This is an optimization exercise on Yosys and OpenROAD, whose aim is small area, a short achievable clock period and few clock cycles, not a production implementation.
The RTL was checked by simulation tests, not by an equivalence proof against the original design.
Power and IR drop assume default switching activity.

## AL
Design multichannel_oversample_averager, start of the top module:
module multichannel_oversample_averager (
   input  logic        clock,
   input  logic        reset,
   input  logic        req_valid,
   output logic        req_ready,
   input  logic [35:0] req_data,
   output logic        rsp_valid,
   input  logic        rsp_ready,
   output logic [55:0] rsp_data,
   input  logic        csr_valid,
   output logic        csr_ready,
   input  logic [1:0]  csr_index,
   input  logic [15:0] csr_data
);
   localparam logic [2:0] V_IDLE = 3'd0;
   localparam logic [2:0] V_WAIT = 3'd1;
   localparam logic [2:0] V_MUL  = 3'd2;
   localparam logic [2:0] V_ADD  = 3'd3;
   localparam logic [2:0] V_LOAD = 3'd4;
   localparam logic [2:0] V_DIV  = 3'd5;
   localparam logic [2:0] V_FIN  = 3'd6;
   localparam logic [2:0] V_3X   = 3'd7;
   logic [11:0] cal_ff;
   logic [15:0] nom_ff;
   logic [3:0]  vref_ff, vref_in;
   assign csr_ready = 1'b1;
   wire csr_wr = csr_valid && (csr_index != 2'd3);
   always_comb begin
      vref_in = vref_ff;
      if (reset) begin
         vref_in = 4'd0;
      end else if (csr_valid && csr_index == 2'd2) begin
         vref_in = csr_data[3:0];
      end
   end
  ...
For scale: ~3800 cells after synthesis, roughly 1000 flip-flops.
Settings: LEC_CHECK=0, CAP_MARGIN=20, CORE_MARGIN=2, CORE_UTILIZATION=55, CTS_CLUSTER_DIAMETER=80, CTS_CLUSTER_SIZE=30, SETUP_SLACK_MARGIN=5, SLEW_MARGIN=20; clock period 9.0 ns.
standard.sh (not shown) runs the stock make flow with config.mk's settings and CLKGATE_MAP_FILE= SYNTH_SCRIPT=/design/flow/synth_recipe.tcl, a recipe that flattens the netlist after the stock synthesis.
==> flow/flow/run.sh <==
#!/bin/bash
set -euo pipefail
cp standard.sh standard_sh.txt
sed -e 's/SETUP_SLACK_MARGIN=[0-9.]*/SETUP_SLACK_MARGIN=5.5/' standard.sh > standard_m.sh
grep -q 'SETUP_SLACK_MARGIN=5.5' standard_m.sh
export BUFFER_PORTS_ARGS="-buffer_cell sky130_fd_sc_hd__buf_4"
bash standard_m.sh > standard.log 2>&1
Testbench counts of AL, summed over its fixed seeds: cycles 8,021.
What TR does differently from AL at the input level:
# AL
export LEC_CHECK = 0
export CAP_MARGIN = 20
export CORE_MARGIN = 2
export CORE_UTILIZATION = 55
export CTS_CLUSTER_DIAMETER = 80
export CTS_CLUSTER_SIZE = 30
export SETUP_SLACK_MARGIN = 5
export SLEW_MARGIN = 20
create_clock -name core_clock -period 9.0 [get_ports {clock}]
# TR
export LEC_CHECK = 0
export CAP_MARGIN = 20
export CORE_MARGIN = 2
export CORE_UTILIZATION = 40
export CTS_CLUSTER_DIAMETER = 80
export CTS_CLUSTER_SIZE = 30
export SETUP_SLACK_MARGIN = 5
export SLEW_MARGIN = 20
create_clock -name core_clock -period 9.0 [get_ports {clock}]
==> comparison <==
In the reports for AL and TR, the larger hold slack belongs to AL. In TR the setup slack turned out 0.18 ns higher than in AL. [compare] base=AL new=TR: clock skew has increased, area taken by flip-flops and latches did not really move, area occupied by multi-input gates went down by about 0.4%. As of TR, sum of routed wire length over all layers had fallen by a few percent compared to AL. Actual transition at the worst max-transition pin | TR below AL. Startpoint of the worst setup timing path: r1_raw[2] -> AL, r1_raw[1] -> TR. Changes observed in TR relative to AL: global-route usage lost 9.9 points; cell area picked up an extra 1.2%.


Setup of old:
multichannel_oversample_averager, a different RTL version from the one above (not shown whole).
For scale: ~120 I/O pins, roughly 46000 um2 of cells after synthesis.
// multichannel_oversample_averager
module multichannel_oversample_averager (
   input  logic        clock,
   input  logic        reset,
   input  logic        req_valid,
   output logic        req_ready,
   input  logic [35:0] req_data,
   output logic        rsp_valid,
   input  logic        rsp_ready,
   output logic [55:0] rsp_data,
   input  logic        csr_valid,
   output logic        csr_ready,
   input  logic [1:0]  csr_index,
   input  logic [15:0] csr_data
);
clock: 9.0 ns
lec_check: 0
cap_margin: 20
core_margin: 2
core_utilization: 40
setup_slack_margin: 3
slew_margin: 20
run.sh (not shown) runs the stock make flow with config.mk's settings and CLKGATE_MAP_FILE= SYNTH_SCRIPT=/design/flow/synth_recipe.tcl, a recipe that flattens the netlist after the stock synthesis.
Stock flow here: none of the scripts above is used.
Testbench counts of old, summed over its fixed seeds: cycles 7,965.
> inputs changed (old -> new)
- SETUP_SLACK_MARGIN now 5, was 3
### Flow results
- The net switching power in new sits 15% above the value recorded for old.
- Diff old and new: sequential share of layout area lower in new
- Min signal arrival time at the worst endpoint across old and new: new
- Diff old -> new: post-route standard cell area excluding fillers now sits higher, count of buffers added by post-CTS timing repair for setup now sits higher, HPWL after detailed placement has increased.


RTL: one of the versions met above, not the one the previous note started from.
Size: roughly 120 I/O pins.
export LEC_CHECK = 0
export CAP_MARGIN = 20
export CORE_MARGIN = 2
export CORE_UTILIZATION = 40
export CTS_CLUSTER_DIAMETER = 80
export CTS_CLUSTER_SIZE = 30
export SETUP_SLACK_MARGIN = 5
export SLEW_MARGIN = 20
create_clock -name core_clock -period 9.0 [get_ports {clock}]
standard.sh (not shown) runs the stock make flow with config.mk's settings and CLKGATE_MAP_FILE= SYNTH_SCRIPT=/design/flow/synth_recipe.tcl, a recipe that flattens the netlist after the stock synthesis.
==> flow/flow/run.sh <==
#!/bin/bash
set -euo pipefail
cp standard.sh standard_sh.txt
sed -e 's/SETUP_SLACK_MARGIN=[0-9.]*/SETUP_SLACK_MARGIN=5.25/' standard.sh > standard_m.sh
grep -q 'SETUP_SLACK_MARGIN=5.25' standard_m.sh
export BUFFER_PORTS_ARGS="-buffer_cell sky130_fd_sc_hd__buf_4"
bash standard_m.sh > standard.log 2>&1
Testbench counts at the start, summed over its fixed seeds: cycles 8,021.
Change:
==> flow/flow/run.sh (replaced) <==
#!/bin/bash
set -euo pipefail
cp standard.sh standard_sh.txt
sed -e 's/SETUP_SLACK_MARGIN=[0-9.]*/SETUP_SLACK_MARGIN=5.75/' standard.sh > standard_m.sh
grep -q 'SETUP_SLACK_MARGIN=5.75' standard_m.sh
export BUFFER_PORTS_ARGS="-buffer_cell sky130_fd_sc_hd__buf_4"
bash standard_m.sh > standard.log 2>&1
First-iteration DRC count falls by a few percent. Total power went up by a little under a tenth. Final cell count goes up by a few percent.
Change:
==> flow/flow/run.sh (replaced) <==
#!/bin/bash
set -euo pipefail
cp standard.sh standard_sh.txt
sed -e 's/SETUP_SLACK_MARGIN=[0-9.]*/SETUP_SLACK_MARGIN=5.5/' standard.sh > standard_m.sh
grep -q 'SETUP_SLACK_MARGIN=5.5' standard_m.sh
export BUFFER_PORTS_ARGS="-buffer_cell sky130_fd_sc_hd__buf_4"
bash standard_m.sh > standard.log 2>&1
TNS_END_PERCENT = 10   (was default)
Outcome: Final area is lower by a few percent. Count of clock-buffer cells in the layout is higher by 2. Non-clock buffer count is lower by 151. Global-route usage is lower by 0.30 points. Cell count is lower by a few percent. Via count is lower by a few percent.

[separate check: timing with driven ports]
The results above use ideal ports. As a check the final layouts listed here were re-extracted and re-timed, cells and wires unchanged.
Step 1 assumes that a clkbuf_16 drives the clock port and a buf_2 every other input.
Step 2 also shifts input and output timing later by t, the mid clock arrival at the registers, as if the neighbouring blocks saw the same clock.
a / b / c = ideal / step 1 / step 2; a / b = the first two.
run	t, ns	setup WS [ns]	hold WS [ns]	clock arrival spread, ns	worst register clock-pin slew, ns
AL	0.730	5.136 / 5.136 / 5.051	0.425 / 0.425 / 0.425	0.055 / 0.055	0.12 / 0.12
TR	0.784	5.313 / 5.313 / 4.954	0.410 / 0.410 / 0.410	0.102 / 0.102	0.12 / 0.12
old	0.736	2.141 / 2.141 / 2.141	0.415 / 0.415 / 0.415	0.052 / 0.052	0.07 / 0.07
new	0.736	2.332 / 2.332 / 2.332	0.417 / 0.417 / 0.417	0.051 / 0.051	0.07 / 0.07
the first run of note 3	0.757	5.224 / 5.224 / 4.827	0.407 / 0.407 / 0.407	0.121 / 0.121	0.12 / 0.12
the second run of note 3	0.767	5.237 / 5.237 / 5.169	0.391 / 0.391 / 0.391	0.111 / 0.110	0.12 / 0.12
the third run of note 3	0.770	5.212 / 5.212 / 4.727	0.373 / 0.373 / 0.373	0.105 / 0.105	0.12 / 0.12
After both steps every run listed still meets setup and hold. For the third run of note 3, which loses most, drivers alone change the setup slack by 0.000 ns; drivers and shift together by -0.485 ns.
